Context: an optimization exercise on an open-source flow, tuned for small area and a short achievable clock period. The choices shown serve that exercise and are no tape-out recipe.
Function was checked by simulation only, so behaviour that the tests miss may differ from the original.
Power and IR drop assume default switching activity.

$ cat flow/flow/run.sh
#!/bin/bash
# Own layout flow: the standard ORFS flow (standard.sh, unchanged synthesis) with
#  - port buffers of a plain buffer cell (buf_2) instead of the default delay-cell choice,
#  - clock tree synthesis without dummy loads (-buf_list sky130_fd_sc_hd__clkbuf_16 -sink_clustering_size 30 -sink_clustering_max_diameter 80),
#  - a tighter setup-repair target (SETUP_SLACK_MARGIN=7 at the design's 11 ns clock).
# Every tool's output goes to the ORFS logs under orfs/logs; make's own output to make.log.
set -euo pipefail
export BUFFER_PORTS_ARGS="-buffer_cell sky130_fd_sc_hd__buf_2"
export CTS_ARGS="-sink_clustering_enable -repair_clock_nets -buf_list sky130_fd_sc_hd__clkbuf_16 -sink_clustering_size 30 -sink_clustering_max_diameter 80 -dont_use_dummy_load"
bash standard.sh SETUP_SLACK_MARGIN=7 finish > make.log 2>&1
$ cat flow/standard.sh
#!/bin/bash
# synth_recipe.tcl (not shown) runs the flow's synth.tcl, then flattens the netlist and writes it again
# the make line also repeats each setting of config.mk as NAME=value (left out here)
make -C /OpenROAD-flow-scripts/flow DESIGN_CONFIG=/design/flow/config.mk WORK_HOME=/design/flow/orfs CLKGATE_MAP_FILE= SYNTH_SCRIPT=/design/flow/synth_recipe.tcl "${@:-finish}"
$ cat flow/config.mk
export PLATFORM = sky130hd
export DESIGN_NAME = relu_pool2x2
export DESIGN_NICKNAME = relu_pool2x2
export VERILOG_FILES = /design/flow/design.v
export SDC_FILE = /design/flow/constraint.sdc
export NUM_CORES = 4
export LEC_CHECK = 0
export CAP_MARGIN = 20
export CORE_MARGIN = 2
export CORE_UTILIZATION = 75
export SLEW_MARGIN = 20
$ cat flow/constraint.sdc
create_clock -name core_clock -period 11.0 [get_ports {clk}]
set_input_delay 2.2000 -clock core_clock [delete_from_list [all_inputs] [get_ports {clk}]]
set_output_delay 2.2000 -clock core_clock [all_outputs]
set_load 0.01 [all_outputs]
$ cat flow/design.v
module relu_pool2x2 #(
    parameter int DATA_W = 32,
    parameter int MAX_W  = 64,
    parameter int CNT_W  = 10
) (
    input  logic              clk,
    input  logic              rst,
    input  logic              clear,
    input  logic [CNT_W-1:0]  map_w,
    input  logic [CNT_W-1:0]  map_h,
    input  logic              conv_ack,
    input  logic [DATA_W-1:0] conv_r,
    input  logic [DATA_W-1:0] conv_g,
    input  logic [DATA_W-1:0] conv_b,
    output logic [DATA_W-1:0] pool_out,
    output logic              pool_valid,
    output logic              frame_done,
    output logic              cfg_err
);
    localparam int VW = DATA_W - 1;    
    logic [4:0]    wcfg;       
    logic [8:0]    hcfg;       
    logic          w2;         
    logic [4:0]    sec;        
    logic [4:0]    secn;       
    logic [4:0]    cpair;      
    logic          codd;       
    logic [8:0]    rpair;      
    logic          rodd;       
    logic          gh;         
    logic          gt_tail;    
    logic          take;
    logic          cpair_last;
    logic          rpair_last;
    logic          shift;
    logic          cfg_bad;
    assign take       = conv_ack & ~clear & ~cfg_err;
    assign cpair_last = (cpair == wcfg);
    assign rpair_last = (rpair == hcfg);
    assign shift      = take & ~codd;
    assign cfg_bad  = map_w[0] | map_h[0]
                    | (map_w < CNT_W'(2)) | (map_h < CNT_W'(2))
                    | (map_w > CNT_W'(MAX_W));
    logic [VW-1:0] head;       
    logic          gq;         
    logic          sq;         
    logic [VW-1:0] uq;         
    logic [VW-1:0] xq;         
    logic [VW-1:0] tail;
    logic [VW-1:0] q1  [1];
    logic [VW-1:0] q2  [2];
    logic [VW-1:0] q4  [4];
    logic [VW-1:0] q8  [8];
    logic [VW-1:0] q15 [15];
    logic [VW-1:0] m1, m2, m4, m8, m15;
    assign m1  = ({VW{sec[0]}} & q1[0])   | ({VW{secn[0]}} & head);
    assign m2  = ({VW{sec[1]}} & q2[1])   | ({VW{secn[1]}} & m1);
    assign m4  = ({VW{sec[2]}} & q4[3])   | ({VW{secn[2]}} & m2);
    assign m8  = ({VW{sec[3]}} & q8[7])   | ({VW{secn[3]}} & m4);
    assign m15 = ({VW{sec[4]}} & q15[14]) | ({VW{secn[4]}} & m8);
    always_ff @(posedge clk) begin
        gq <= take & gt;
        sq <= sat;
        uq <= u[VW-1:0];
        xq <= take ? x : head;
    end
    assign head = gq ? (uq | {VW{sq}}) : xq;
    always_ff @(posedge clk) begin
        if (shift) begin
            q1[0] <= head;
            q2[0] <= m1;
            q2[1] <= q2[0];
            q4[0] <= m2;
            for (int i = 1; i < 4; i++) q4[i] <= q4[i-1];
            q8[0] <= m4;
            for (int i = 1; i < 8; i++) q8[i] <= q8[i-1];
            q15[0] <= m8;
            for (int i = 1; i < 15; i++) q15[i] <= q15[i-1];
            tail <= m15;
        end
    end
    logic [VW-1:0] x;
    assign x = ({VW{gh}} & head) | ({VW{gt_tail}} & tail);
    logic [31:0] ru, gu, bu, k1, c1;
    logic [32:0] k2, c2, a1, b1, xn;
    logic [33:0] u, v;
    logic        gt;
    logic        sat;
    assign ru = {~conv_r[DATA_W-1], conv_r[DATA_W-2:0]};
    assign gu = {~conv_g[DATA_W-1], conv_g[DATA_W-2:0]};
    assign bu = {~conv_b[DATA_W-1], conv_b[DATA_W-2:0]};
    assign k1 = ru ^ gu ^ bu;
    assign c1 = (ru & gu) | (ru & bu) | (gu & bu);
    assign u  = {2'b00, k1} + {1'b0, c1, 1'b0};
    assign a1 = {1'b0, k1};
    assign b1 = {c1, 1'b0};
    assign xn = {2'b00, ~x};
    assign k2 = a1 ^ b1 ^ xn;
    assign c2 = (a1 & b1) | (a1 & xn) | (b1 & xn);
    assign v  = {1'b0, k2} + {c2, 1'b0};
    assign gt  = v[33];
    assign sat = u[33];
    assign pool_out = {1'b0, head};
    logic [4:0] wnew;
    logic [4:0] snew;
    assign wnew = map_w[5:1] - 5'd1;
    assign snew = (wnew - 5'd1 >= 5'd15) ? {1'b1, 4'(wnew - 5'd16)} : {1'b0, 4'(wnew - 5'd1)};
    always_ff @(posedge clk) begin
        if (clear) begin
            wcfg <= wnew;
            hcfg <= map_h[9:1] - 9'd1;
            w2   <= (wnew == 5'd0);
            sec  <= snew;
            secn <= ~snew;
        end
    end
    always_ff @(posedge clk or posedge rst) begin
        if (rst) begin
            cfg_err <= 1'b1;
        end else if (clear) begin
            cfg_err <= cfg_bad;
        end
    end
    logic codd_n, rodd_n;
    always_comb begin
        codd_n = codd;
        rodd_n = rodd;
        if (clear) begin
            codd_n = 1'b0;
            rodd_n = 1'b0;
        end else if (take) begin
            codd_n = ~codd;
            if (codd && cpair_last) rodd_n = ~rodd;
        end
    end
    always_ff @(posedge clk or posedge rst) begin
        if (rst) begin
            codd    <= 1'b0;
            rodd    <= 1'b0;
            gh      <= 1'b0;
            gt_tail <= 1'b0;
        end else begin
            codd    <= codd_n;
            rodd    <= rodd_n;
            gh      <= codd_n | (rodd_n & w2);
            gt_tail <= ~codd_n & rodd_n & ~w2;
        end
    end
    always_ff @(posedge clk or posedge rst) begin
        if (rst) begin
            cpair <= '0;
            rpair <= '0;
        end else if (clear) begin
            cpair <= '0;
            rpair <= '0;
        end else if (take && codd) begin
            if (cpair_last) begin
                cpair <= '0;
                if (rodd) rpair <= rpair_last ? '0 : rpair + 9'd1;
            end else begin
                cpair <= cpair + 5'd1;
            end
        end
    end
    always_ff @(posedge clk or posedge rst) begin
        if (rst) begin
            pool_valid <= 1'b0;
            frame_done <= 1'b0;
        end else begin
            pool_valid <= take & codd & rodd;
            frame_done <= take & codd & rodd & cpair_last & rpair_last;
        end
    end
endmodule
==> impl_metrics.json, run 1 <==
{
  "cts.hold.buffers_added": 0,
  "status": "stopped before the end",
  "ys_types": 61,
  "haltStage": "clock tree synthesis (4_1_cts)",
  "pin_count": 155,
  "floorplan.rows": 83,
  "yosysWarningCount": 6,
  "htree_levels": 2,
  "synth_fp_nets": 2233,
  "postSynthRegisterBits": 1071,
  "synth_ff_type": "edfxtp_1",
  "post_cts_resized": 95,
  "dp_hpwl_microns": 41700,
  "netlist_top_cells_count": "986 x edfxtp_1, 170 x a22o_1, 112 x inv_1",
  "async_reset_ff_share_pct": 1.96,
  "cts_made_buffers": 42,
  "die_w_microns": 231,
  "yosys-top-cells-area": "edfxtp_1 77%, a22o_1 3.9%, dfxtp_1 3.3%",
  "mean_instance_size_in_the_synthesized_netlist_sq_um": 19.5,
  "synth_largest_area_cell": "edfxtp_1",
  "seq_area_frac_synth_pct": 81.5,
  "synth_cells": 1979,
  "initial_core_utilization_pct": 75.4,
  "cts_root_buffer": "clkbuf_16",
  "error": "[ERROR DPL-0033] detailed placement checks failed during check placement.",
  "synth_enable_flop_cells": 986,
  "ctsLongestPathBuffers": 3,
  "routabilityCongestion": 0.821,
  "yosysMostFrequentCell": "edfxtp_1",
  "synth.top_cell.area_share_pct": 76.8,
  "cts.sink_count": 1071,
  "post_cts_buffers": 24,
  "placedInstanceArea_sq_um": 40300,
  "port_buffers": 153,
  "floorplan.die.height_microns": 231,
  "synth_area_sq_um": 38500
}
metrics by stage:
stage                     util, %  setup slack (ns)  std cells  hold WS, ns
after detailed placement     79.0              4.80       2781        0.405
after global placement       79.0              4.94       2781        0.400
after floorplan                 -             0.923       1979        0.400
power by group through the flow:
stage                     sequential, mW  combinational [mW]  clock (mW)
after detailed placement            4.66               0.878           0
after global placement              4.65               0.840           0
after floorplan                     4.65               0.568           0
worst max-delay path by stage:
stage | endpoint | slack, ns | depth (start not counted)
after detailed placement | q4[3][15] | 4.80 | 6
after global placement | q15[6][16] | 4.94 | 6
after floorplan | q15[0][0] | 0.92 | 4
cell families after synthesis:
group / count (synthesis) / share of synthesized area [%]
buffers and inverters: 166 / 1.65
and+or+nand+nor: 165 / 2.19
muxes: 17 / 0.493
DFF: 1071 / 81.5
adders and majority gates: 134 / 5.58
xor gates and xnor gates: 56 / 1.27
other: 1 / 0.00973
AOI/OAI and AO/OA: 369 / 7.31
==> inputs of run 2 (changes only) <==
==> flow/flow/run.sh (replaced) <==
#!/bin/bash
# Own layout flow: the standard ORFS flow (standard.sh, unchanged synthesis) with
#  - port buffers of a plain buffer cell (buf_2) instead of the default delay-cell choice,
#  - clock tree synthesis without dummy loads (-buf_list sky130_fd_sc_hd__clkbuf_16 -sink_clustering_size 30 -sink_clustering_max_diameter 80),
#  - a tighter setup-repair target (SETUP_SLACK_MARGIN=7.5 at the design's 11 ns clock).
# Every tool's output goes to the ORFS logs under orfs/logs; make's own output to make.log.
set -euo pipefail
export BUFFER_PORTS_ARGS="-buffer_cell sky130_fd_sc_hd__buf_2"
export CTS_ARGS="-sink_clustering_enable -repair_clock_nets -buf_list sky130_fd_sc_hd__clkbuf_16 -sink_clustering_size 30 -sink_clustering_max_diameter 80 -dont_use_dummy_load"
bash standard.sh SETUP_SLACK_MARGIN=7.5 finish > make.log 2>&1
--- a/flow/config.mk
+++ b/flow/config.mk
@@ -8,4 +8,4 @@
 export CAP_MARGIN = 20
 export CORE_MARGIN = 2
-export CORE_UTILIZATION = 75
+export CORE_UTILIZATION = 65
 export SLEW_MARGIN = 20
==> run 2 against run 1 <==
Area after synthesis unchanged. The run now finishes clean. Synthesized cell count unchanged.
==> impl_metrics.json, run 2 <==
{
  "status": "timing/DRC/antenna clean",
  "routabilityCongestion": 0.817,
  "part_of_the_power_in_combinational_logic_pct": 15.0,
  "largestRegisters": "q15 (465), q8 (248), q4 (124)",
  "leakage_nw": 15.1,
  "synth_enable_flop_cells": 986,
  "synth_largest_area_cell": "edfxtp_1",
  "synth_cells": 1979,
  "power.switching_mw": 1.75,
  "hold_path.startpoint": "q15[6][28]",
  "clk_latency_ns": 0.63,
  "endpoint_kind": "flop",
  "grt_start_max_net_pins": 140,
  "timing.slew.headroom_pct": 45.7,
  "area_of_the_multi_input_gates_sq_um": 7290,
  "setup_tns_ns": 0,
  "synth_area_sq_um": 38500,
  "final_hold_viols": 0,
  "grt_util_all_layers_pct": 24.6,
  "yosysWarningCount": 6,
  "dp_hpwl_microns": 40200,
  "sequential_cell_area_sq_um": 31400,
  "finish.net_count": 2502,
  "irDropWorstVdd_mv": 0.148,
  "cts_made_buffers": 44,
  "cts.clk_slew.worst_paths_ns": 0.11,
  "power_frac_seq_pct": 60.7,
  "maxCapViolCount": 0,
  "report.power.total_mw": 7.55,
  "cts_root_buffer": "clkbuf_16",
  "grt.overflow.total": 0,
  "power.density_nw_per_um2": 172,
  "r2r_start": "gq",
  "setup_viol_count_final": 0,
  "port_buffers": 153,
  "synth_ff_type": "edfxtp_1",
  "seq_area_frac_synth_pct": 81.5,
  "fp.dieArea_sq_um": 61300,
  "hold-path-cell-count": 0,
  "yosysMostFrequentCell": "edfxtp_1",
  "final_max_slew_viol_count": 0,
  "worst-r2r-cell-count": 16,
  "die_w_microns": 248,
  "hp_class": "flop to flop",
  "netlist_top_cells_count": "986 x edfxtp_1, 170 x a22o_1, 112 x inv_1",
  "detail-route-antenna-nets": 0,
  "area_growth_syn_to_layout_pct": 13.7,
  "first_iter_violations": 1880,
  "max_flop_register": "q15",
  "finalClockSkew_ns": 0.0529,
  "postSynthRegisterBits": 1071,
  "pin_count": 155,
  "reg2reg_to": "gq",
  "cts.sink_count": 1071,
  "post_drt_wl_per_cell_microns": 24.9,
  "rsz0062_at_grt": "yes",
  "fin_crit_ns": 4.52,
  "floorplan.core_area_sq_um": 58800,
  "initial_core_utilization_pct": 65.6,
  "vias": 18400,
  "floorplan.die.height_microns": 248,
  "maximum_clock_frequency_ghz": 0.221,
  "cell_internal_pwr_mw": 5.79,
  "tritoncts": "yes",
  "floorplan.rows": 89,
  "diodes": 0,
  "crit_path_arrival_time_ns": 5.04,
  "mean_instance_size_in_the_synthesized_netlist_sq_um": 19.5,
  "power.share.clock_pct": 24.3,
  "yosys-top-cells-area": "edfxtp_1 77%, a22o_1 3.9%, dfxtp_1 3.3%",
  "setup.worst_path.class": "input pin to flop",
  "htree_levels": 2,
  "worst-slew-pin-transition_ns": 0.814,
  "grt_antenna_before_repair": 1,
  "post_drt_via_cell_ratio": 6.11,
  "totalWireLength_microns": 75300,
  "final_cell_mix": "986 x edfxtp_1, 170 x a22o_1, 114 x buf_2",
  "drt_drc_violations_left": 0,
  "final_common_cell": "edfxtp_1",
  "worst_hold_path.endpoint": "q15[7][28]",
  "layout_worst_path_cycle_share_pct": 41.1,
  "filler_cell_count": 3383,
  "reg2reg_setup_slack_ns": 7.34,
  "largest_register_ff_count": 465,
  "synth_fp_nets": 2233,
  "grt_pass1_vias": 17900,
  "layout_cells_sized_above_1_pct": 20.3,
  "critical_path.startpoint_type": "input pin",
  "synth.top_cell.area_share_pct": 76.8,
  "ys_types": 61,
  "required_ns": 11.52,
  "grt_pass1_wl_microns": 109000,
  "cts.hold.buffers_added": 0,
  "switching_share_pct": 23.2,
  "drt_first_pass_iters": 5,
  "async_reset_ff_share_pct": 1.96,
  "ctsLongestPathBuffers": 3,
  "cp_max_fo": 2
}
run 2: routing by layer:
layer  up-vias  GRT usage (%)  routed length (microns)
met3       108           3.96                     4990
met5         -              0                        0
li1       8165              -                        -
met1      9554           36.4                    32100
met4         0           6.57                     1810
met2       606           38.8                    36400
run 2: cell type report:
class                      count  share of cell area [%]
tap                          773                    2.21
multi-input combinational    744                    16.6
inverter                     112                    1.00
clock buffer                  44                    2.51
sequential                  1071                    71.7
timing repair buffer         275                    6.00
run 2: worst max path at each step:
stage	from	end	depth (start not counted)
5_1_grt	conv_r[9]	gq	14
6_report	conv_r[10]	gq	12
4_1_cts	conv_r[10]	gq	12
3_3_place_gp	clear	q15[10][14]	6
2_1_floorplan	clear	q15[0][0]	4
3_5_place_dp	clear	q15[9][14]	6
run 2: cell families (layout without fill, tap and decap cells):
| logic type | after synthesis | after routing | share of synthesized area, % |
|---|---|---|---|
| xor+xnor | 56 | 56 | 1.27 |
| flops | 1071 | 1071 | 81.5 |
| mux | 17 | 17 | 0.493 |
| compound gates | 369 | 369 | 7.31 |
| fa+ha+maj | 134 | 134 | 5.58 |
| simple gates | 165 | 167 | 2.19 |
| other cells | 1 | 1 | 0.00973 |
| buf+inv | 166 | 431 | 1.65 |
run 2: timing repair:
action	in CTS	in global routing
cloned	16	7
pin swaps	76	35
buffers inserted	63	17
endpoints found under the setup margin	1047	544
gates resized for setup	191	47
run 2: power by group through the flow:
stage	combinational (mW)	sequential [mW]	clock, mW
after global routing	1.22	4.59	2.01
after CTS	1.08	4.58	1.87
final	1.13	4.58	1.83
after floorplan	0.564	4.65	0
after detailed placement	0.874	4.66	0
after global placement	0.849	4.66	0
run 2: per-stage QoR:
stage | util (%) | hold WS [ns] | cells | setup WS [ns] | cell area [sq um]
after floorplan | - | 0.400 | 1979 | 0.923 | 38700
after global placement | 68.8 | 0.400 | 2872 | 4.83 | 40400
after detailed placement | 68.8 | 0.405 | 2872 | 4.68 | 40400
after CTS | 73.7 | 0.391 | 2995 | 6.51 | 43400
after global routing | 74.6 | 0.398 | 3019 | 6.38 | 43800
final | 74.6 | 0.389 | 3019 | 6.48 | 43800
run 2: worst max-delay path: stages:
cell	delay, ns
buf_6	0.09
fa_2	0.63
fa_1	0.43
ha_1	0.33
a21o_1	0.17
a21o_1	0.16
a21o_1	0.15
a21o_1	0.16
a211oi_2	0.24
o221ai_2	0.15
a221oi_2	0.24
o21ai_1	0.08
==> inputs of run 3 (changes only) <==
==> flow/flow/run.sh (replaced) <==
#!/bin/bash
# Own layout flow: the standard ORFS flow (standard.sh, unchanged synthesis) with
#  - port buffers of a plain buffer cell (buf_2) instead of the default delay-cell choice,
#  - clock tree synthesis without dummy loads (-buf_list sky130_fd_sc_hd__clkbuf_8 -sink_clustering_size 16 -sink_clustering_max_diameter 50),
#  - a tighter setup-repair target (SETUP_SLACK_MARGIN=7 at the design's 11 ns clock).
# Every tool's output goes to the ORFS logs under orfs/logs; make's own output to make.log.
set -euo pipefail
export BUFFER_PORTS_ARGS="-buffer_cell sky130_fd_sc_hd__buf_2"
export CTS_ARGS="-sink_clustering_enable -repair_clock_nets -buf_list sky130_fd_sc_hd__clkbuf_8 -sink_clustering_size 16 -sink_clustering_max_diameter 50 -dont_use_dummy_load"
bash standard.sh SETUP_SLACK_MARGIN=7 finish > make.log 2>&1
==> run 3 against run 2 <==
Still clean. Global-route usage fell by 1.3 points. Count of clock-buffer cells in the layout rose by 46. Area after synthesis unchanged. Total power decreased by 0.72%. Highest routed layer is now met5.
==> impl_metrics.json, run 3 <==
{
  "status": "timing/DRC/antenna clean",
  "post_synth_mux_area_share_pct": 0.493,
  "floorplan.die.height_microns": 248,
  "area_growth_syn_to_layout_pct": 11.5,
  "timing.critical_path.slowest_stage_cell": "fa_2",
  "most_used_cell_along_the_critical_path": "a21o_1",
  "synth_compound_area_share_pct": 7.31,
  "initial_core_utilization_pct": 65.6,
  "cp_max_fo": 2,
  "grt_start_max_net_pins": 108,
  "drt_first_pass_iters": 5,
  "cts_root_buffer": "clkbuf_8",
  "leakage_nw": 14.8,
  "grt_util_all_layers_pct": 23.3,
  "vias": 18300,
  "setup.worst_path.class": "input pin to flop",
  "synth_ff_type": "edfxtp_1",
  "placedInstanceArea_sq_um": 40500,
  "synth.top_cell.area_share_pct": 76.8,
  "maxCapViolCount": 0,
  "final_max_slew_viol_count": 0,
  "stdcell_area_sq_um": 43000,
  "htree_levels": 3,
  "worst-slew-pin-transition_ns": 0.989,
  "synth_area_in_xor_xnor_pct": 1.27,
  "endpoint_kind": "flop",
  "netlist_top_cells_count": "986 x edfxtp_1, 170 x a22o_1, 112 x inv_1",
  "routabilityCongestion": 0.810,
  "yosys-top-cells-area": "edfxtp_1 77%, a22o_1 3.9%, dfxtp_1 3.3%",
  "largest_register_ff_count": 465,
  "cts.clk_slew.worst_paths_ns": 0.09,
  "synth_top_family_by_area": "compound AO/OA/AOI/OAI gates",
  "floorplan.core_area_sq_um": 58800,
  "die_w_microns": 248,
  "port_buffers": 153,
  "synth_enable_flop_cells": 986,
  "critical_path.startpoint_type": "input pin",
  "seq_area_frac_synth_pct": 81.5,
  "timing.slew.headroom_pct": 34.1,
  "synth_area_sq_um": 38500,
  "finish.net_count": 2498,
  "synth_cells": 1979,
  "synth_largest_area_cell": "edfxtp_1",
  "post_drt_via_cell_ratio": 6.06,
  "tritoncts": "yes",
  "detail-route-antenna-nets": 0,
  "finalClockSkew_ns": 0.0761,
  "final_hold_viols": 0,
  "synth_simple_gate_area_share_pct": 2.19,
  "yosys.area_share.adder_pct": 5.58,
  "layout_cells_sized_above_1_pct": 19.8,
  "drt_drc_violations_left": 0,
  "hp_class": "flop to flop",
  "yosysMostFrequentCell": "edfxtp_1",
  "grt_pass1_vias": 17900,
  "crit_path_arrival_time_ns": 5.06,
  "worst_path_largest_cell_delay_ns": 0.63,
  "required_ns": 11.54,
  "mean_instance_size_in_the_synthesized_netlist_sq_um": 19.5,
  "grt_pass1_wl_microns": 105000,
  "grt_antenna_before_repair": 2,
  "rsz0062_at_grt": "yes",
  "synth_fp_nets": 2233,
  "async_reset_ff_share_pct": 1.96,
  "pin_count": 155,
  "layout_worst_path_cycle_share_pct": 41.1,
  "postSynthRegisterBits": 1071,
  "maximum_clock_frequency_ghz": 0.221,
  "cts_made_buffers": 90,
  "setup_tns_ns": 0,
  "power.density_nw_per_um2": 174,
  "max_flop_register": "q15",
  "ys_types": 61,
  "ctsLongestPathBuffers": 3,
  "floorplan.rows": 89,
  "grt.overflow.total": 0,
  "irDropWorstVdd_mv": 0.131,
  "cts.sink_count": 1071,
  "fp.dieArea_sq_um": 61300,
  "crit_chain": "buf_6 -> fa_2 -> fa_1 -> ha_1 -> a21o_1 -> a21o_1 -> a21o_1 -> a21o_1 -> a211oi_2 -> o221ai_2 -> a221oi_2 -> o21ai_1",
  "cts.hold.buffers_added": 0,
  "dp_hpwl_microns": 40400,
  "setup_viol_count_final": 0,
  "post_drt_wl_per_cell_microns": 23.7,
  "final_common_cell": "edfxtp_1",
  "totalWireLength_microns": 71500,
  "clk_latency_ns": 0.70,
  "final_cell_mix": "986 x edfxtp_1, 170 x a22o_1, 137 x buf_2",
  "largestRegisters": "q15 (465), q8 (248), q4 (124)",
  "first_iter_violations": 1741,
  "fin_crit_ns": 4.52,
  "yosysWarningCount": 6
}
-- run 3: cell types whose count changed in the layout (fill, tap and decap cells not counted), moves of 5 or more --
cell       change
buf_12         -7
buf_16         -7
buf_2         +23
buf_4         -20
buf_6         -30
clkbuf_16     -48
clkbuf_8      +90
ha_4           -5
-- run 3: layout make-up --
class	instances	area, sq um
Antenna cell	1	2.50
Clock buffer	90	1240
Fill cell	3514	15800
Inverter	112	445
Multi-Input combinational cell	742	7150
Sequential cell	1071	31400
Tap cell	773	967
Timing Repair Buffer	227	1760
-- run 3: kinds of logic after synthesis --
family | Yosys count
compound gates | 369
xor+xnor | 56
buf+inv | 166
fa+ha+maj | 134
flops | 1071
mux | 17
simple gates | 165
other cells | 1
-- run 3: where the power goes --
group | leakage [nW] | internal, mW | switching [mW] | total (mW)
sequential | 9.72 | 4.53 | 0.0507 | 4.58
combinational | 4.44 | 0.474 | 0.560 | 1.03
clock | 0.647 | 0.730 | 1.14 | 1.87
total | 14.8 | 5.74 | 1.75 | 7.49
-- run 3: path summary, 6_finish.rpt --
| check | startpoint | endpoint | slack [ns] | cells after the start |
|---|---|---|---|---|
| max | conv_r[10] | gq | 6.48 | 12 |
| min | q15[9][1] | q15[10][1] | 0.37 | 0 |
| max reg2reg | sq | gq | 7.44 | 16 |
| min reg2reg | q15[9][1] | q15[10][1] | 0.37 | 0 |
| max in group asynchronous | rst | pool_valid | 8.80 | 2 |
| min in group asynchronous | rst | rpair[4] | 1.66 | 2 |
-- run 3: worst max-delay path, delay by kind of cell --
kind | cells | cell delay [ns]
buffers and inverters | 1 | 0.09
adder cells (fa/ha/maj) | 3 | 1.39
AO/OA/AOI/OAI | 8 | 1.38
-- run 3: what timing repair did --
action	4_1_cts	5_1_grt
resized for setup	102	54
pin swaps	41	32
setup buffers	25	17
setup endpoints to repair	979	38
gates cloned	6	3
-- run 3: routing by layer --
layer | global-route usage [%] | vias up | part of all wire [%]
met2 | 36.3 | 551 | 48
li1 | - | 8149 | -
met4 | 7.56 | 2 | 2.6
met3 | 3.47 | 111 | 5.7
met1 | 34.5 | 9453 | 44
met5 | 0 | - | 0.018
-- run 3: metrics by stage --
step | total power [mW] | worst slack [ns] | hold slack [ns] | std cells | utilization (%)
4_1_cts | 7.50 | 6.57 | 0.371 | 2995 | 72.4
5_1_grt | 7.79 | 6.37 | 0.395 | 3016 | 73.1
3_3_place_gp | 5.51 | 5.18 | 0.401 | 2874 | 68.8
6_report | 7.49 | 6.48 | 0.370 | 3016 | 73.1
3_5_place_dp | 5.53 | 5.08 | 0.405 | 2874 | 68.8
2_1_floorplan | 5.22 | 0.923 | 0.400 | 1979 | -
==> inputs of run 4 (changes only) <==
==> flow/flow/run.sh (replaced) <==
#!/bin/bash
# Own layout flow: the standard ORFS flow (standard.sh) with
#  - synthesis as standard.sh runs it, except that ABC maps the logic with a delay-driven
#    'map -D 1000' script (flow/abc_speed.script) in place of ORFS's abc_speed.script; the
#    registers are mapped before ABC runs, so they are the standard synthesis's,
#  - port buffers of a plain buffer cell (buf_2) instead of the default delay-cell choice,
#  - clock tree synthesis with clkbuf_8 clusters of up to 16 sinks within 50 um and no dummy loads,
#  - a tighter setup-repair target (SETUP_SLACK_MARGIN=7 at the design's 11 ns clock).
# Every tool's output goes to the ORFS logs under orfs/logs; make's own output to make.log.
set -euo pipefail
SD="$PWD/orfs_scripts"
rm -rf "$SD"
cp -r "$FLOW_HOME/scripts" "$SD"
cp flow/abc_speed.script "$SD/abc_speed.script"
export SCRIPTS_DIR="$SD"
export BUFFER_PORTS_ARGS="-buffer_cell sky130_fd_sc_hd__buf_2"
export CTS_ARGS="-sink_clustering_enable -repair_clock_nets -buf_list sky130_fd_sc_hd__clkbuf_8 -sink_clustering_size 16 -sink_clustering_max_diameter 50 -dont_use_dummy_load"
bash standard.sh SETUP_SLACK_MARGIN=7 finish > make.log 2>&1
==> flow/flow/abc_speed.script (new file) <==
strash
dch
map -D 1000
buffer -c
topo
stime -c
upsize -c
dnsize -c
==> run 4 against run 3 <==
Critical path type unchanged. Worst hold slack improved by 0.0064 ns. First-iteration DRC count decreased by 5.4%. Maximum frequency increased by 8.8%. Largest cell class unchanged. Core utilization increased by 0.59 points. Die area increased by 2.4%. Clock power increased by 3%. Area after synthesis increased by 2.5%. Synthesized cell count increased by 14%. Routed wire length increased by 3.7%.
==> impl_metrics.json, run 4 <==
{
  "drt_first_pass_iters": 5,
  "grt_util_all_layers_pct": 23.6,
  "netlist_top_cells_count": "986 x edfxtp_1, 222 x inv_1, 207 x nand2_1",
  "rsz0062_at_grt": "yes",
  "first_iter_violations": 1647,
  "grt_start_max_net_pins": 168,
  "cts.clk_slew.worst_paths_ns": 0.10,
  "r2r_start": "gh",
  "dp_hpwl_microns": 42100,
  "cts.sink_count": 1071,
  "synth_cells": 2256,
  "grt_pass1_wl_microns": 110000,
  "stdcell_area_sq_um": 44400,
  "worst_setup_path_startpoint": "conv_b[19]",
  "async_reset_ff_share_pct": 1.96,
  "synth_enable_flop_cells": 986,
  "reg2reg_setup_slack_ns": 7.33,
  "port_buffers": 153,
  "post_drt_via_cell_ratio": 5.83,
  "met3RoutedLength_microns": 4710,
  "wl_met2_microns": 35000,
  "clk_latency_ns": 0.73,
  "detailedPlace.worstSlack_ns": 4.77,
  "detail_route.wirelength.met1_microns": 32500,
  "grt.overflow.total": 0,
  "floorplan.core_area_sq_um": 60200,
  "yosys-top-cells-area": "edfxtp_1 75%, dfxtp_1 3.2%, fa_1 3.2%",
  "max_flop_register": "q15",
  "finish.net_count": 2824,
  "totalWireLength_microns": 74200,
  "filler_cell_count": 3557,
  "worst-slew-pin-transition_ns": 0.991,
  "final_cell_mix": "986 x edfxtp_1, 202 x nand2_1, 176 x inv_1",
  "pin_count": 155,
  "finalClockSkew_ns": 0.0807,
  "required_ns": 11.54,
  "power_frac_seq_pct": 59.7,
  "setup_viol_count_final": 0,
  "initial_core_utilization_pct": 65.6,
  "reg2reg_to": "gq",
  "crit_path_arrival_time_ns": 4.70,
  "critical_path.startpoint_type": "input pin",
  "critPathCapture": "gq",
  "setup.worst_path.class": "input pin to flop",
  "post_drt_wl_per_cell_microns": 22.1,
  "cts_made_buffers": 93,
  "part_of_the_power_in_combinational_logic_pct": 15.7,
  "crit_chain": "buf_8 -> fa_2 -> inv_2 -> fa_1 -> inv_1 -> ha_1 -> and2_4 -> a221oi_4 -> o221ai_2 -> a211oi_2 -> a21oi_1",
  "final_max_slew_viol_count": 0,
  "synth_largest_area_cell": "edfxtp_1",
  "maximum_clock_frequency_ghz": 0.241,
  "grt_antenna_before_repair": 1,
  "die_w_microns": 251,
  "tritoncts": "yes",
  "detail-route-antenna-nets": 0,
  "drt_drc_violations_left": 0,
  "power.density_nw_per_um2": 175,
  "final_hold_viols": 0,
  "layout_cells_sized_above_1_pct": 23.0,
  "cp_max_fo": 2,
  "routabilityCongestion": 0.871,
  "htree_levels": 3,
  "grt_pass1_vias": 19100,
  "layout_worst_path_cycle_share_pct": 37.8,
  "irDropWorstVdd_mv": 0.114,
  "area_growth_syn_to_layout_pct": 12.4,
  "cts_root_buffer": "clkbuf_8",
  "timing.slew.headroom_pct": 33.8,
  "fp.dieArea_sq_um": 62800,
  "ys_types": 62,
  "setup_tns_ns": 0,
  "seq_area_frac_synth_pct": 79.5,
  "synth_area_sq_um": 39500,
  "switching_share_pct": 24.8,
  "vias": 19500,
  "synth.top_cell.area_share_pct": 75.0,
  "largest_register_ff_count": 465,
  "placedInstanceArea_sq_um": 41400,
  "timing.critical_path.slowest_stage_cell": "fa_2",
  "uppermost_metal_layer_occupied_by_signal_nets": "met4",
  "worst-r2r-cell-count": 12,
  "ctsLongestPathBuffers": 3,
  "fin_crit_ns": 4.15,
  "floorplan.die.height_microns": 251,
  "power.share.clock_pct": 24.7,
  "worst_path_largest_cell_delay_ns": 0.60,
  "synth_ff_type": "edfxtp_1",
  "leakage_nw": 15.7,
  "final_common_cell": "edfxtp_1",
  "yosysWarningCount": 6,
  "setup_slack_ns": 6.85,
  "floorplan.rows": 90,
  "synth_fp_nets": 2510,
  "largestRegisters": "q15 (465), q8 (248), q4 (124)",
  "status": "timing/DRC/antenna clean",
  "postSynthRegisterBits": 1071,
  "mean_instance_size_in_the_synthesized_netlist_sq_um": 17.5,
  "maxCapViolCount": 0,
  "yosysMostFrequentCell": "edfxtp_1",
  "power.switching_mw": 1.93,
  "endpoint_kind": "flop",
  "cell_internal_pwr_mw": 5.84,
  "hp_class": "flop to flop"
}
-- run 4: changes by cell type after synthesis, sizes merged, moves of 30 or more --
cell,before,now
nand2,21,208
inv,112,224
a22o,170,62
o21ai,32,128
o22a,30,0
-- run 4: critical path, delay by kind of cell --
kind / cells / cell delay, ns
adder cells (fa/ha/maj): 3 / 1.35
AND/OR/NAND/NOR: 1 / 0.15
buffers and inverters: 3 / 0.18
AO/OA/AOI/OAI: 4 / 0.81
-- run 4: how the worst min path moves through the flow --
stage | cells after the start | to | start | slack, ns
global placement | 0 | q8[1][15] | q8[0][15] | 0.40
CTS | 0 | q8[6][30] | q8[5][30] | 0.37
finish | 0 | q15[5][19] | q15[4][19] | 0.38
detailed placement | 0 | q15[11][20] | q15[10][20] | 0.40
global route | 0 | q8[6][30] | q8[5][30] | 0.39
floorplan | 0 | q15[10][0] | q15[9][0] | 0.40
-- run 4: area by class of cell --
class	count	area, sq um	share of cell area, %
sequential	1071	31400	70.8
multi-input combinational	908	7720	17.4
timing repair buffer	272	2130	4.81
clock buffer	93	1280	2.88
tap	782	978	2.20
inverter	224	863	1.94
antenna	1	2.50	0.00564
-- run 4: logic make-up after synthesis --
| family | synth area share, % |
|---|---|
| compound gates | 7.54 |
| xor+xnor | 1.11 |
| buf+inv | 2.82 |
| flops | 79.5 |
| other cells | 0.00949 |
| simple gates | 3.54 |
| fa+ha+maj | 5.44 |
-- run 4: repair_timing --
action,CTS,global route
pin swaps,42,44
setup endpoints to repair,946,605
endpoints found under the hold margin,0,0
gates resized for setup,156,44
setup buffers,64,27
cloned,8,1
hold buffers,0,0
-- run 4: per-layer routing --
layer  track usage (%)  vias up
met5                 0        -
met4              6.86        0
met3              4.69      123
met2              36.5      592
met1              34.9     9923
li1                  -     8903
-- run 4: power by group through the flow --
| stage | registers (mW) | logic (mW) | clock network [mW] |
|---|---|---|---|
| floorplan | 4.67 | 0.634 | 0 |
| global placement | 4.68 | 0.928 | 0 |
| detailed placement | 4.69 | 0.947 | 0 |
| CTS | 4.63 | 1.15 | 1.98 |
| global route | 4.64 | 1.32 | 2.11 |
| finish | 4.63 | 1.22 | 1.92 |
-- run 4: per-stage QoR --
stage,instances,power (mW),utilization (%),hold slack (ns)
2_1_floorplan,2256,5.30,-,0.400
3_3_place_gp,3157,5.61,68.7,0.401
3_5_place_dp,3157,5.63,68.7,0.405
4_1_cts,3322,7.76,73.1,0.368
5_1_grt,3351,8.08,73.7,0.390
6_report,3351,7.77,73.7,0.377
==> inputs of run 5 (changes only) <==
--- a/flow/flow/run.sh
+++ b/flow/flow/run.sh
@@ -2,5 +2,5 @@
 # Own layout flow: the standard ORFS flow (standard.sh) with
 #  - synthesis as standard.sh runs it, except that ABC maps the logic with a delay-driven
-#    'map -D 1000' script (flow/abc_speed.script) in place of ORFS's abc_speed.script; the
+#    'map -D 1000' script without ABC's own upsizing (flow/abc_speed.script) in place of ORFS's abc_speed.script; the
 #    registers are mapped before ABC runs, so they are the standard synthesis's,
 #  - port buffers of a plain buffer cell (buf_2) instead of the default delay-cell choice,
==> flow/flow/abc_speed.script (replaced) <==
strash
dch
map -D 1000
buffer -c
topo
dnsize -c
==> run 5 against run 4 <==
Count of clock-buffer cells in the layout rose by 3. Area after synthesis fell by 1.4%. Core utilization rose by 0.33 points. Register-to-register slack improved by 0.38 ns. Worst hold slack got worse by 0.015 ns. Global-route usage fell by 0.41 points. Final cell count fell by 1.7%. Clock skew rose by 0.0045 ns. Critical path type unchanged.
==> impl_metrics.json, run 5 <==
{
  "ctsLongestPathBuffers": 3,
  "mean_instance_size_in_the_synthesized_netlist_sq_um": 17.3,
  "grt_pass1_wl_microns": 108000,
  "synth_enable_flop_cells": 986,
  "grt_antenna_before_repair": 0,
  "grt.overflow.total": 0,
  "worst_path_largest_cell_delay_ns": 0.60,
  "tritoncts": "yes",
  "floorplan.die.height_microns": 249,
  "drt_drc_violations_left": 0,
  "netlist_top_cells_count": "986 x edfxtp_1, 224 x inv_1, 208 x nand2_1",
  "pin_count": 155,
  "crit_path_arrival_time_ns": 4.64,
  "post_drt_wl_per_cell_microns": 21.8,
  "crit_chain": "buf_6 -> fa_2 -> inv_2 -> fa_1 -> inv_1 -> ha_1 -> and2_4 -> a221oi_4 -> o221ai_2 -> a211oi_2 -> a21oi_1",
  "max_flop_register": "q15",
  "hp_class": "flop to flop",
  "clk_latency_ns": 0.72,
  "first_iter_violations": 1520,
  "layout_worst_path_cycle_share_pct": 37.4,
  "port_buffers": 153,
  "final_hold_viols": 0,
  "grt_util_all_layers_pct": 23.2,
  "ys_types": 45,
  "sequential_cell_area_sq_um": 31400,
  "layout.cells.non_filler": 3295,
  "endpoint_kind": "flop",
  "timing.critical_path.slowest_stage_cell": "fa_2",
  "grt_start_max_net_pins": 98,
  "die_w_microns": 249,
  "synth_fp_nets": 2510,
  "timing.slew.headroom_pct": 35.7,
  "async_reset_ff_share_pct": 1.96,
  "post_drt_via_cell_ratio": 5.79,
  "rsz0062_at_grt": "yes",
  "maximum_clock_frequency_ghz": 0.243,
  "fp.dieArea_sq_um": 61900,
  "synth_ff_type": "edfxtp_1",
  "yosysMostFrequentCell": "edfxtp_1",
  "dp_hpwl_microns": 41500,
  "placed_cells": 3148,
  "yosys-top-cells-area": "edfxtp_1 76%, dfxtp_1 3.3%, fa_1 3.2%",
  "vias": 19100,
  "final_common_cell": "edfxtp_1",
  "finish.net_count": 2778,
  "leakage_nw": 15.5,
  "worst-slew-pin-transition_ns": 0.964,
  "final_max_slew_viol_count": 0,
  "cts.clk_slew.worst_paths_ns": 0.10,
  "worstPathBufferInverterCount": 3,
  "cts_root_buffer": "clkbuf_8",
  "required_ns": 11.53,
  "status": "timing/DRC/antenna clean",
  "yosysWarningCount": 6,
  "cts.hold.buffers_added": 0,
  "initial_core_utilization_pct": 65.8,
  "grt_pass1_vias": 18900,
  "htree_levels": 3,
  "cts_made_buffers": 96,
  "diodes": 0,
  "setup_tns_ns": 0,
  "floorplan.rows": 89,
  "layout_cells_sized_above_1_pct": 19.1,
  "filler_cell_count": 3510,
  "area_of_the_multi_input_gates_sq_um": 7360,
  "final_cell_mix": "986 x edfxtp_1, 201 x nand2_1, 181 x inv_1",
  "fin_crit_ns": 4.12,
  "detail-route-antenna-nets": 0,
  "power.density_nw_per_um2": 174,
  "critical_path.top_delay_family": "adder cells",
  "report.power.total_mw": 7.61,
  "area_growth_syn_to_layout_pct": 12.4,
  "synth_area_sq_um": 38900,
  "synth.top_cell.area_share_pct": 76.1,
  "drt_first_pass_iters": 19,
  "seq_area_frac_synth_pct": 80.7,
  "critical_path.startpoint_type": "input pin",
  "largestRegisters": "q15 (465), q8 (248), q4 (124)",
  "cp_max_fo": 2,
  "setup_viol_count_final": 0,
  "totalWireLength_microns": 71700,
  "reg2reg_setup_slack_ns": 7.71,
  "floorplan.core_area_sq_um": 59100,
  "routabilityCongestion": 0.849,
  "maxCapViolCount": 0,
  "cts.sink_count": 1071,
  "setup.worst_path.class": "input pin to flop",
  "postSynthRegisterBits": 1071,
  "finalClockSkew_ns": 0.0851,
  "largest_register_ff_count": 465,
  "synth_cells": 2256,
  "irDropWorstVdd_mv": 0.139,
  "synth_largest_area_cell": "edfxtp_1"
}
-- run 5: cell types whose count changed in the layout (fill, tap and decap cells not counted), moves of 6 or more --
cell	previous run	this run
o21ai_0	51	119
buf_4	102	47
o21ai_1	42	5
o21ai_2	34	2
a22oi_1	17	46
a22oi_2	29	0
buf_2	121	142
buf_6	30	12
inv_2	44	38
o22ai_2	0	6
o22ai_4	31	25
-- run 5: worst register-to-register path: stages (launching register included) --
cell	delay, ns
dfrtp_1	0.39
inv_1	0.70
o21a_1	0.27
inv_1	0.07
fa_1	0.53
inv_1	0.04
ha_1	0.26
and2_4	0.15
a221oi_4	0.27
o221ai_2	0.17
a211oi_2	0.22
a21oi_1	0.09
-- run 5: what timing repair did --
action                                  4_1_cts  5_1_grt
pin swaps                                    12       31
buffers inserted                             16       22
cloned                                        9        4
endpoints found under the setup margin      970      317
gates resized for setup                      93      105
-- run 5: stage by stage --
step           util [%]  hold slack [ns]  setup slack [ns]  instance area (sq um)
6_report           74.0            0.362              6.88                  43800
5_1_grt            74.0            0.368              6.85                  43800
4_1_cts            72.8            0.365              6.86                  43100
3_5_place_dp       69.2            0.405              4.98                  40900
3_3_place_gp       69.2            0.400              5.12                  40900
2_1_floorplan         -            0.400              1.23                  39200
-- run 5: logic make-up after synthesis --
group | count (synthesis) | synth area share, %
xor+xnor | 47 | 1.06
buf+inv | 281 | 2.74
flops | 1071 | 80.7
other cells | 1 | 0.00963
simple gates | 327 | 3.51
compound gates | 395 | 6.47
fa+ha+maj | 134 | 5.52
-- run 5: power breakdown --
group / internal (mW) / switching [mW] / total (mW)
sequential: 4.54 / 0.0772 / 4.62
clock: 0.776 / 1.16 / 1.93
combinational: 0.440 / 0.623 / 1.06
total: 5.76 / 1.86 / 7.61
-- run 5: routing by layer --
layer	global-route usage (%)	vias to the layer above	part of all wire, %
met5	0	-	0
met3	4.32	126	6.2
met2	36.0	597	47
met1	34.8	9575	45
met4	6.10	0	2.7
li1	-	8782	-
-- run 5: layout make-up --
class | instances | share of cell area, %
Multi-Input combinational cell | 904 | 16.8
Tap cell | 773 | 2.21
Clock buffer | 96 | 3.02
Inverter | 224 | 1.97
Timing Repair Buffer | 227 | 4.20
Sequential cell | 1071 | 71.8
-- run 5: final timing paths --
check / to / cells after the start / start
setup reg to reg: gq / 11 / gh
hold / removal: q4[2][9] / 0 / q4[1][9]
min in group asynchronous: frame_done / 2 / rst
setup / recovery: gq / 11 / conv_b[19]
hold reg to reg: q4[2][9] / 0 / q4[1][9]
max in group asynchronous: cpair[0] / 2 / rst
==> inputs of run 6 (changes only) <==
--- a/flow/design.v
+++ b/flow/design.v
@@ -134,22 +134,12 @@
         end
     end
-    always_ff @(posedge clk or posedge rst) begin
-        if (rst) begin
-            codd    <= 1'b0;
-            rodd    <= 1'b0;
-            gh      <= 1'b0;
-            gt_tail <= 1'b0;
-        end else begin
-            codd    <= codd_n;
-            rodd    <= rodd_n;
-            gh      <= codd_n | (rodd_n & w2);
-            gt_tail <= ~codd_n & rodd_n & ~w2;
-        end
+    always_ff @(posedge clk) begin
+        codd    <= codd_n;
+        rodd    <= rodd_n;
+        gh      <= codd_n | (rodd_n & w2);
+        gt_tail <= ~codd_n & rodd_n & ~w2;
     end
-    always_ff @(posedge clk or posedge rst) begin
-        if (rst) begin
-            cpair <= '0;
-            rpair <= '0;
-        end else if (clear) begin
+    always_ff @(posedge clk) begin
+        if (clear) begin
             cpair <= '0;
             rpair <= '0;
==> run 6 against run 5 <==
Still clean. Combinational power fell by 14%. Non-clock buffer count rose by 43. Core utilization rose by 0.36 points. Critical path depth up 1. Worst hold slack got worse by 0.0015 ns. Count of clock-buffer cells in the layout decreased by 8.
==> impl_metrics.json, run 6 <==
{
  "setup_viol_count_final": 0,
  "routabilityCongestion": 0.872,
  "final_max_slew_viol_count": 0,
  "final_hold_viols": 0,
  "placed_cells": 3136,
  "irDropWorstVdd_mv": 0.137,
  "grt_antenna_before_repair": 0,
  "finish.net_count": 2803,
  "cp_max_fo": 2,
  "maximum_clock_frequency_ghz": 0.235,
  "area_of_the_multi_input_gates_sq_um": 7230,
  "die_w_microns": 248,
  "area_growth_syn_to_layout_pct": 13.3,
  "postSynthRegisterBits": 1071,
  "critical_path.startpoint_type": "input pin",
  "worst-r2r-cell-count": 13,
  "fin_crit_ns": 4.25,
  "cts.sink_count": 1071,
  "power.switching_mw": 1.75,
  "floorplan.die.height_microns": 248,
  "grt_util_all_layers_pct": 23.9,
  "power.share.clock_pct": 25.4,
  "critPathCapture": "gq",
  "switching_share_pct": 23.8,
  "crit_chain": "buf_6 -> fa_2 -> inv_2 -> fa_1 -> inv_1 -> ha_1 -> nand2_1 -> nor2_2 -> nand2_2 -> or4_4 -> o21bai_4 -> a21oi_1",
  "reg2reg_to": "gq",
  "grt_pass1_vias": 18800,
  "finalCoreUtilization_pct": 74.4,
  "totalWireLength_microns": 73800,
  "ctsLongestPathBuffers": 3,
  "diodes": 0,
  "sequential_cell_area_sq_um": 31300,
  "drt_drc_violations_left": 0,
  "leakage_nw": 15.6,
  "worst_path_largest_cell_delay_ns": 0.63,
  "cell_internal_pwr_mw": 5.60,
  "timing.slew.headroom_pct": 39.4,
  "cts_root_buffer": "clkbuf_8",
  "timing.critical_path.slowest_stage_cell": "fa_2",
  "worst-slew-pin-transition_ns": 0.907,
  "largest_register_ff_count": 465,
  "yosysMostFrequentCell": "edfxtp_1",
  "setup.worst_path.class": "input pin to flop",
  "cts_made_buffers": 88,
  "grt_start_max_net_pins": 87,
  "r2r_start": "gh",
  "htree_levels": 3,
  "synth_cells": 2242,
  "holdWs_ns": 0.360,
  "synth.top_cell.area_share_pct": 76.4,
  "fp.dieArea_sq_um": 61600,
  "pin_count": 155,
  "crit_path_arrival_time_ns": 4.83,
  "power_frac_seq_pct": 62.3,
  "hp_class": "flop to flop",
  "finalClockSkew_ns": 0.0595,
  "cts.hold.buffers_added": 0,
  "cts.clk_slew.worst_paths_ns": 0.09,
  "largestRegisters": "q15 (465), q8 (248), q4 (124)",
  "status": "timing/DRC/antenna clean",
  "vias": 19400,
  "part_of_the_power_in_combinational_logic_pct": 12.4,
  "floorplan.rows": 89,
  "first_iter_violations": 1940,
  "netlist_top_cells_count": "986 x edfxtp_1, 221 x inv_1, 201 x nand2_1",
  "rsz0062_at_grt": "yes",
  "yosys-top-cells-area": "edfxtp_1 76%, dfxtp_1 4.2%, fa_1 3.3%",
  "grt.overflow.total": 0,
  "layout_worst_path_cycle_share_pct": 38.6,
  "synth_enable_flop_cells": 986,
  "layout_cells_sized_above_1_pct": 19.7,
  "async_reset_ff_share_pct": 0.280,
  "tritoncts": "yes",
  "power.density_nw_per_um2": 167,
  "mean_instance_size_in_the_synthesized_netlist_sq_um": 17.3,
  "filler_cell_count": 3493,
  "detail-route-antenna-nets": 0,
  "dp_hpwl_microns": 41700,
  "layout.cells.non_filler": 3321,
  "reg2reg_setup_slack_ns": 7.41,
  "setup_tns_ns": 0,
  "seq_area_frac_synth_pct": 80.8,
  "floorplan.core_area_sq_um": 59000,
  "synth_ff_type": "edfxtp_1",
  "post_drt_via_cell_ratio": 5.84,
  "synth_largest_area_cell": "edfxtp_1",
  "post_drt_wl_per_cell_microns": 22.2,
  "grt_pass1_wl_microns": 108000,
  "required_ns": 11.58,
  "maxCapViolCount": 0,
  "clk_latency_ns": 0.68,
  "port_buffers": 153,
  "max_flop_register": "q15",
  "ys_types": 49,
  "synth_area_sq_um": 38800,
  "drt_first_pass_iters": 5,
  "final_cell_mix": "986 x edfxtp_1, 196 x nand2_1, 176 x inv_1",
  "final_common_cell": "edfxtp_1",
  "initial_core_utilization_pct": 65.7,
  "worst_setup_path_startpoint": "conv_b[30]",
  "synth_fp_nets": 2495,
  "yosysWarningCount": 6,
  "endpoint_kind": "flop"
}
## run 6: area by class of cell
cell class	count	share of cell area, %
Clock buffer	88	2.76
Inverter	221	1.97
Multi-Input combinational cell	898	16.5
Sequential cell	1071	71.4
Tap cell	773	2.20
Timing Repair Buffer	270	5.25
## run 6: power by group through the flow
stage | Combinational [mW] | Sequential (mW) | Clock [mW]
5_1_grt | 0.998 | 4.58 | 2.06
3_3_place_gp | 0.741 | 4.63 | 0
2_1_floorplan | 0.495 | 4.62 | 0
4_1_cts | 0.826 | 4.56 | 1.92
6_report | 0.909 | 4.58 | 1.86
3_5_place_dp | 0.757 | 4.63 | 0
## run 6: how the worst min path moves through the flow
stage | cells after the start | from | end | slack [ns]
final | 0 | q2[0][11] | q2[1][11] | 0.36
after global routing | 0 | q2[0][11] | q2[1][11] | 0.38
after CTS | 0 | q4[0][11] | q4[1][11] | 0.37
after detailed placement | 0 | q15[10][1] | q15[11][1] | 0.40
after global placement | 0 | q8[5][20] | q8[6][20] | 0.40
after floorplan | 0 | q15[9][0] | q15[10][0] | 0.40
## run 6: metal layers
layer / GRT usage, % / vias up / part of all wire [%]
met1: 35.1 / 9745 / 44
li1: - / 8818 / -
met4: 8.54 / 0 / 3.5
met3: 4.44 / 163 / 6.4
met5: 0 / - / 0
met2: 36.5 / 661 / 46
## run 6: per-stage QoR
stage               total power [mW]  worst slack, ns  cell area, sq um
floorplan                       5.11             1.25             39000
global placement                5.37             4.85             40700
detailed placement              5.39             4.73             40700
CTS                             7.31             6.82             43000
global route                    7.64             6.74             43900
finish                          7.35             6.75             43900
## run 6: worst max-delay path, delay by kind of cell
family | cells | cell delay (ns)
compound gates | 2 | 0.30
fa+ha+maj | 3 | 1.40
buf+inv | 3 | 0.18
simple gates | 4 | 0.75
## run 6: what timing repair did
item	4_1_cts	5_1_grt
pin swaps	23	34
resized for setup	104	111
buffers inserted	38	43
gates cloned	13	3
hold endpoints to repair	0	0
setup endpoints to repair	960	49
## run 6: logic make-up (layout without fill, tap and decap cells)
kind of cell / Yosys count / count (layout) / synth area share (%)
other: 1 / 1 / 0.00968
DFF: 1071 / 1071 / 80.8
and+or+nand+nor: 326 / 328 / 3.48
adders and majority gates: 133 / 133 / 5.51
xor gates and xnor gates: 46 / 46 / 1.04
AOI/OAI and AO/OA: 390 / 390 / 6.44
buffers and inverters: 275 / 579 / 2.69
==> inputs of run 7 (changes only) <==
--- a/flow/flow/run.sh
+++ b/flow/flow/run.sh
@@ -2,5 +2,5 @@
 # Own layout flow: the standard ORFS flow (standard.sh) with
 #  - synthesis as standard.sh runs it, except that ABC maps the logic with a delay-driven
-#    'map -D 1000' script without ABC's own upsizing (flow/abc_speed.script) in place of ORFS's abc_speed.script; the
+#    'map -D 1000' script (flow/abc_speed.script) in place of ORFS's abc_speed.script; the
 #    registers are mapped before ABC runs, so they are the standard synthesis's,
 #  - port buffers of a plain buffer cell (buf_2) instead of the default delay-cell choice,
==> flow/flow/abc_speed.script (replaced) <==
strash
dch
map -D 1000
buffer -c
topo
stime -c
upsize -c
dnsize -c
==> run 7 against run 6 <==
Total power is 0.52% lower. Synthesized cell count unchanged. Clock power is essentially flat. Clock skew is 0.0010 ns lower. First-iteration DRC count shrank 6.0%. Die area rose by 0.79%. Highest routed layer unchanged. Cell area decreased by 1.9%. Non-clock buffer count shrank 65. Critical path depth unchanged. Sequential share of layout area is 1.3 points higher. Still clean. Final cell count fell by 1.8%. Global-route usage grew 0.32 points.
==> impl_metrics.json, run 7 <==
{
  "grt_start_max_net_pins": 105,
  "critical_path.startpoint_type": "input pin",
  "rsz0062_at_grt": "yes",
  "max_flop_register": "q15",
  "drt_drc_violations_left": 0,
  "mean_instance_size_in_the_synthesized_netlist_sq_um": 17.4,
  "cts_made_buffers": 90,
  "synth_enable_flop_cells": 986,
  "synth_cells": 2242,
  "power.share.clock_pct": 25.7,
  "layout_worst_path_cycle_share_pct": 38.7,
  "yosysMostFrequentCell": "edfxtp_1",
  "cts.clk_slew.worst_paths_ns": 0.10,
  "timing.slew.headroom_pct": 32.9,
  "power.switching_mw": 1.74,
  "final_max_slew_viol_count": 0,
  "setup_viol_count_final": 0,
  "final_hold_viols": 0,
  "crit_path_arrival_time_ns": 4.84,
  "postSynthRegisterBits": 1071,
  "part_of_the_power_in_combinational_logic_pct": 12.1,
  "grtUsageMet1_pct": 36.7,
  "area_growth_syn_to_layout_pct": 10.3,
  "port_buffers": 153,
  "cts.hold.buffers_added": 0,
  "async_reset_ff_share_pct": 0.280,
  "synth_fp_nets": 2495,
  "fin_crit_ns": 4.25,
  "cts_root_buffer": "clkbuf_8",
  "setup_tns_ns": 0,
  "yosys.area_share.adder_pct": 5.47,
  "synth_area_in_xor_xnor_pct": 1.10,
  "ys_types": 65,
  "post_drt_via_cell_ratio": 5.90,
  "vias": 19200,
  "grt.overflow.total": 0,
  "hold-path-cell-count": 0,
  "synth_ff_type": "edfxtp_1",
  "layout_cells_sized_above_1_pct": 17.8,
  "cp_max_fo": 2,
  "grt_antenna_before_repair": 1,
  "global_route.usage.met2_pct": 37.2,
  "synth_simple_gate_area_share_pct": 3.52,
  "drt_first_pass_iters": 6,
  "floorplan.die.height_microns": 249,
  "final_common_cell": "edfxtp_1",
  "post_synth_mux_area_share_pct": 0,
  "synth_largest_area_cell": "edfxtp_1",
  "report.power.total_mw": 7.31,
  "switching_share_pct": 23.8,
  "finalClockSkew_ns": 0.0585,
  "ctsLongestPathBuffers": 3,
  "initial_core_utilization_pct": 66.0,
  "cell_internal_pwr_mw": 5.57,
  "irDropWorstVdd_mv": 0.117,
  "detail-route-antenna-nets": 0,
  "dp_hpwl_microns": 42500,
  "floorplan.core_area_sq_um": 59200,
  "leakage_nw": 15.1,
  "totalWireLength_microns": 74500,
  "grt_util_all_layers_pct": 24.2,
  "synth.top_cell.area_share_pct": 75.8,
  "endpoint_kind": "flop",
  "maxCapViolCount": 0,
  "synth_area_sq_um": 39100,
  "pin_count": 155,
  "use_met3_pct": 4.13,
  "power_frac_seq_pct": 62.2,
  "grt_pass1_wl_microns": 112000,
  "fp.dieArea_sq_um": 62100,
  "yosysWarningCount": 6,
  "netlist_top_cells_count": "986 x edfxtp_1, 204 x inv_1, 198 x nand2_1",
  "finish.net_count": 2741,
  "filler_cell_count": 3699,
  "setup.worst_path.class": "input pin to flop",
  "cts.sink_count": 1071,
  "die_w_microns": 249,
  "worst-slew-pin-transition_ns": 1.01,
  "routabilityCongestion": 0.899,
  "grt.busiest_layer": "met2",
  "power.density_nw_per_um2": 170,
  "seq_area_frac_synth_pct": 80.2,
  "maximum_clock_frequency_ghz": 0.235,
  "status": "timing/DRC/antenna clean",
  "required_ns": 11.58,
  "tritoncts": "yes",
  "yosys-top-cells-area": "edfxtp_1 76%, dfxtp_1 4.2%, fa_1 3.2%",
  "grt_pass1_vias": 19200,
  "area_of_the_multi_input_gates_sq_um": 7180,
  "htree_levels": 3,
  "post_drt_wl_per_cell_microns": 22.9,
  "final_cell_mix": "986 x edfxtp_1, 193 x nand2_1, 192 x inv_1",
  "first_iter_violations": 1823,
  "worst-r2r-cell-count": 12,
  "synth_top_family_by_area": "compound AO/OA/AOI/OAI gates",
  "sequential_cell_area_sq_um": 31300,
  "hp_class": "flop to flop",
  "floorplan.rows": 89,
  "largest_register_ff_count": 465,
  "largestRegisters": "q15 (465), q8 (248), q4 (124)",
  "synth_compound_area_share_pct": 6.93,
  "clk_latency_ns": 0.73
}
-- run 7: cell count changes in the layout (fill, tap and decap cells not counted), sizes merged --
cell and change:
clkbuf -1, inv -2, clkinv +2, nand2 +1, diode +1, buf -62
-- run 7: metrics by stage --
step / setup slack (ns) / hold slack (ns) / std cells / cell area, sq um / utilization [%]
2_1_floorplan: 1.26 / 0.400 / 2242 / 39300 / -
3_3_place_gp: 5.16 / 0.400 / 3132 / 40900 / 69.1
3_5_place_dp: 5.05 / 0.405 / 3132 / 40900 / 69.1
4_1_cts: 6.78 / 0.384 / 3243 / 42800 / 72.2
5_1_grt: 6.68 / 0.388 / 3259 / 43100 / 72.7
6_report: 6.75 / 0.386 / 3260 / 43100 / 72.7
-- run 7: cell families after synthesis --
kind of cell | count (synthesis)
buffers and inverters | 275
other | 1
AND/OR/NAND/NOR | 326
adder cells (fa/ha/maj) | 133
flip-flops | 1071
XOR/XNOR | 46
AO/OA/AOI/OAI | 390
-- run 7: power groups by stage --
stage	combinational [mW]	clock, mW	sequential [mW]
4_1_cts	0.828	1.94	4.55
5_1_grt	0.966	2.09	4.56
6_report	0.885	1.88	4.55
3_5_place_dp	0.791	0	4.64
3_3_place_gp	0.770	0	4.64
2_1_floorplan	0.516	0	4.63
-- run 7: layout make-up --
cell class | count | area share [%]
Tap cell | 773 | 2.24
Timing Repair Buffer | 205 | 3.50
Inverter | 221 | 2.01
Clock buffer | 90 | 2.87
Sequential cell | 1071 | 72.7
Antenna cell | 1 | 0.00581
Multi-Input combinational cell | 899 | 16.7
-- run 7: timing repair --
action | 4_1_cts | 5_1_grt
gates cloned | 12 | 0
buffers inserted | 9 | 16
pin swaps | 14 | 35
setup endpoints to repair | 1010 | 45
gates resized for setup | 45 | 44
-- run 7: layer usage --
metal	up-vias	share of wire [%]
met5	-	0
met4	0	2.4
met3	133	6.6
met2	674	46
met1	9750	45
li1	8691	-
-- run 7: worst paths after layout --
check / start / endpoint / slack [ns]
max reg2reg: gt_tail / gq / 7.48
min reg2reg: q15[0][24] / q15[1][24] / 0.39
max in group asynchronous: rst / cfg_err / 9.44
max: conv_b[29] / gq / 6.75
min in group asynchronous: rst / frame_done / 1.35
min: q15[0][24] / q15[1][24] / 0.39
-- run 7: worst max-delay path, cell delays in order --
cell and delay [ns]:
buf_2 0.11, fa_2 0.60, inv_2 0.05, fa_1 0.50, inv_1 0.07, ha_4 0.27, nand2_2 0.05, nor2_4 0.13
nand2_2 0.09, or4_4 0.44, o21bai_4 0.20, a21oi_2 0.13
==> inputs of run 8 (changes only) <==
--- a/flow/design.v
+++ b/flow/design.v
@@ -134,12 +134,22 @@
         end
     end
-    always_ff @(posedge clk) begin
-        codd    <= codd_n;
-        rodd    <= rodd_n;
-        gh      <= codd_n | (rodd_n & w2);
-        gt_tail <= ~codd_n & rodd_n & ~w2;
+    always_ff @(posedge clk or posedge rst) begin
+        if (rst) begin
+            codd    <= 1'b0;
+            rodd    <= 1'b0;
+            gh      <= 1'b0;
+            gt_tail <= 1'b0;
+        end else begin
+            codd    <= codd_n;
+            rodd    <= rodd_n;
+            gh      <= codd_n | (rodd_n & w2);
+            gt_tail <= ~codd_n & rodd_n & ~w2;
+        end
     end
-    always_ff @(posedge clk) begin
-        if (clear) begin
+    always_ff @(posedge clk or posedge rst) begin
+        if (rst) begin
+            cpair <= '0;
+            rpair <= '0;
+        end else if (clear) begin
             cpair <= '0;
             rpair <= '0;
--- a/flow/flow/run.sh
+++ b/flow/flow/run.sh
@@ -5,5 +5,5 @@
 #    registers are mapped before ABC runs, so they are the standard synthesis's,
 #  - port buffers of a plain buffer cell (buf_2) instead of the default delay-cell choice,
-#  - clock tree synthesis with clkbuf_8 clusters of up to 16 sinks within 50 um and no dummy loads,
+#  - clock tree synthesis with clkbuf_8 clusters of up to 20 sinks and no dummy loads,
 #  - a tighter setup-repair target (SETUP_SLACK_MARGIN=7 at the design's 11 ns clock).
 # Every tool's output goes to the ORFS logs under orfs/logs; make's own output to make.log.
@@ -15,4 +15,4 @@
 export SCRIPTS_DIR="$SD"
 export BUFFER_PORTS_ARGS="-buffer_cell sky130_fd_sc_hd__buf_2"
-export CTS_ARGS="-sink_clustering_enable -repair_clock_nets -buf_list sky130_fd_sc_hd__clkbuf_8 -sink_clustering_size 16 -sink_clustering_max_diameter 50 -dont_use_dummy_load"
+export CTS_ARGS="-sink_clustering_enable -repair_clock_nets -buf_list sky130_fd_sc_hd__clkbuf_8 -sink_clustering_size 20 -sink_clustering_max_diameter 60 -dont_use_dummy_load"
 bash standard.sh SETUP_SLACK_MARGIN=7 finish > make.log 2>&1
==> run 8 against run 7 <==
Core utilization up 0.51 points. Count of clock-buffer cells in the layout fell by 24. Final cell count is 2.0% higher. Cell area up 2.4%. Sequential power increased by 2%. Maximum frequency is 2.3% higher. Critical path type unchanged. Largest power group unchanged.
==> impl_metrics.json, run 8 <==
{
  "initial_core_utilization_pct": 65.6,
  "part_of_the_power_in_combinational_logic_pct": 16.3,
  "status": "timing/DRC/antenna clean",
  "placed_cells": 3157,
  "routabilityCongestion": 0.871,
  "fin_crit_ns": 4.16,
  "post_drt_wl_per_cell_microns": 22.1,
  "dp_hpwl_microns": 42100,
  "worst_path_largest_cell_delay_ns": 0.66,
  "worst-r2r-cell-count": 12,
  "die_w_microns": 251,
  "mean_instance_size_in_the_synthesized_netlist_sq_um": 17.5,
  "final_max_slew_viol_count": 0,
  "hold-path-cell-count": 0,
  "synth_cells": 2256,
  "rsz0062_at_grt": "yes",
  "seq_area_frac_synth_pct": 79.5,
  "hold_path.startpoint": "q8[3][19]",
  "fp.dieArea_sq_um": 62800,
  "final_hold_viols": 0,
  "setup_viol_count_final": 0,
  "yosysMostFrequentCell": "edfxtp_1",
  "timing.slew.headroom_pct": 33.7,
  "floorplan.core_area_sq_um": 60200,
  "synth_area_sq_um": 39500,
  "post_drt_via_cell_ratio": 5.82,
  "reg2reg_setup_slack_ns": 7.41,
  "async_reset_ff_share_pct": 1.96,
  "ctsLongestPathBuffers": 3,
  "htree_levels": 3,
  "required_ns": 11.55,
  "r2r_start": "gh",
  "synth.top_cell.area_share_pct": 75.0,
  "grt_start_max_net_pins": 168,
  "cts.sink_count": 1071,
  "setup.worst_path.class": "input pin to flop",
  "filler_cell_count": 3579,
  "cts_made_buffers": 66,
  "cp_max_fo": 2,
  "finalClockSkew_ns": 0.0663,
  "leakage_nw": 15.5,
  "first_iter_violations": 1800,
  "power.share.clock_pct": 21.9,
  "netlist_top_cells_count": "986 x edfxtp_1, 222 x inv_1, 207 x nand2_1",
  "tritoncts": "yes",
  "max_flop_register": "q15",
  "finalCoreUtilization_pct": 73.2,
  "largest_register_ff_count": 465,
  "grt_util_all_layers_pct": 23.3,
  "finish.net_count": 2799,
  "layout_cells_sized_above_1_pct": 22.4,
  "synth_enable_flop_cells": 986,
  "grt_pass1_wl_microns": 109000,
  "totalWireLength_microns": 73600,
  "cts.clk_slew.worst_paths_ns": 0.12,
  "grt_antenna_before_repair": 1,
  "power.density_nw_per_um2": 170,
  "cts.hold.buffers_added": 0,
  "yosysWarningCount": 6,
  "synth_fp_nets": 2510,
  "yosys-top-cells-area": "edfxtp_1 75%, dfxtp_1 3.2%, fa_1 3.2%",
  "reg2reg_to": "gq",
  "vias": 19300,
  "hp_class": "flop to flop",
  "final_common_cell": "edfxtp_1",
  "synth_largest_area_cell": "edfxtp_1",
  "area_growth_syn_to_layout_pct": 11.7,
  "power.switching_mw": 1.86,
  "irDropWorstVdd_mv": 0.121,
  "largestRegisters": "q15 (465), q8 (248), q4 (124)",
  "grt.overflow.total": 0
}
[run 8: what timing repair did]
item                       4_1_cts  5_1_grt
cloned                           9        3
buffers inserted                58       32
pin swaps                       44       41
gates resized for setup        144       67
setup endpoints to repair      946      735
[run 8: worst max-delay path by stage]
stage / start / end / slack, ns
after floorplan: clear / q15[0][0] / 1.22
after global placement: clear / q15[2][25] / 4.94
after detailed placement: clear / q8[3][25] / 4.77
after CTS: conv_r[19] / gq / 6.90
after global routing: conv_b[19] / gq / 6.87
final: conv_r[26] / gq / 6.84
[run 8: through the flow]
step / setup slack [ns] / cell area, sq um / hold WS, ns
floorplan: 1.22 / 39700 / 0.400
global placement: 4.94 / 41400 / 0.401
detailed placement: 4.77 / 41400 / 0.405
CTS: 6.90 / 43600 / 0.375
global route: 6.87 / 44100 / 0.373
finish: 6.84 / 44100 / 0.384
[run 8: metal layers]
metal | wire, microns | track usage, % | vias to the layer above
met1 | 32600 | 34.6 | 9817
met5 | 0 | 0 | -
met2 | 34600 | 36.2 | 570
li1 | - | - | 8844
met3 | 4430 | 4.32 | 114
met4 | 1970 | 6.59 | 0
[run 8: cell families (layout without fill, tap and decap cells)]
logic type / count (synthesis) / after routing / share of synthesized area [%]
and+or+nand+nor: 327 / 331 / 3.54
AOI/OAI and AO/OA: 395 / 395 / 7.54
adders and majority gates: 134 / 134 / 5.44
other: 1 / 2 / 0.00949
DFF: 1071 / 1071 / 79.5
buffers and inverters: 281 / 564 / 2.82
xor gates and xnor gates: 47 / 47 / 1.11
[run 8: area by class of cell]
class / instances / area (sq um) / area share, %
well taps: 782 / 978 / 2.22
flip-flops and latches: 1071 / 31400 / 71.2
repair buffers: 274 / 2220 / 5.04
clock buffers: 66 / 908 / 2.06
multi-input cells: 908 / 7730 / 17.5
inverters: 224 / 861 / 1.95
diodes: 1 / 2.50 / 0.00567
[run 8: worst max-delay path, delay by kind of cell]
kind,cells,cell delay (ns)
buffers and inverters,1,0.11
AOI/OAI and AO/OA,5,0.91
adders and majority gates,3,1.47
[run 8: power groups by stage]
stage               clock network, mW  registers, mW  logic (mW)
floorplan                           0           4.67       0.634
global placement                    0           4.68       0.928
detailed placement                  0           4.69       0.947
CTS                              1.71           4.63        1.13
global route                     1.82           4.64        1.32
finish                           1.64           4.63        1.22

Check on run 8: ideal ports give 6.839 ns setup slack; a clkbuf_16 on the clock port and buf_2 on the inputs give 6.881 ns; moving port delays by the midpoint clock arrival (0.719 ns) as well gives 6.162 ns.
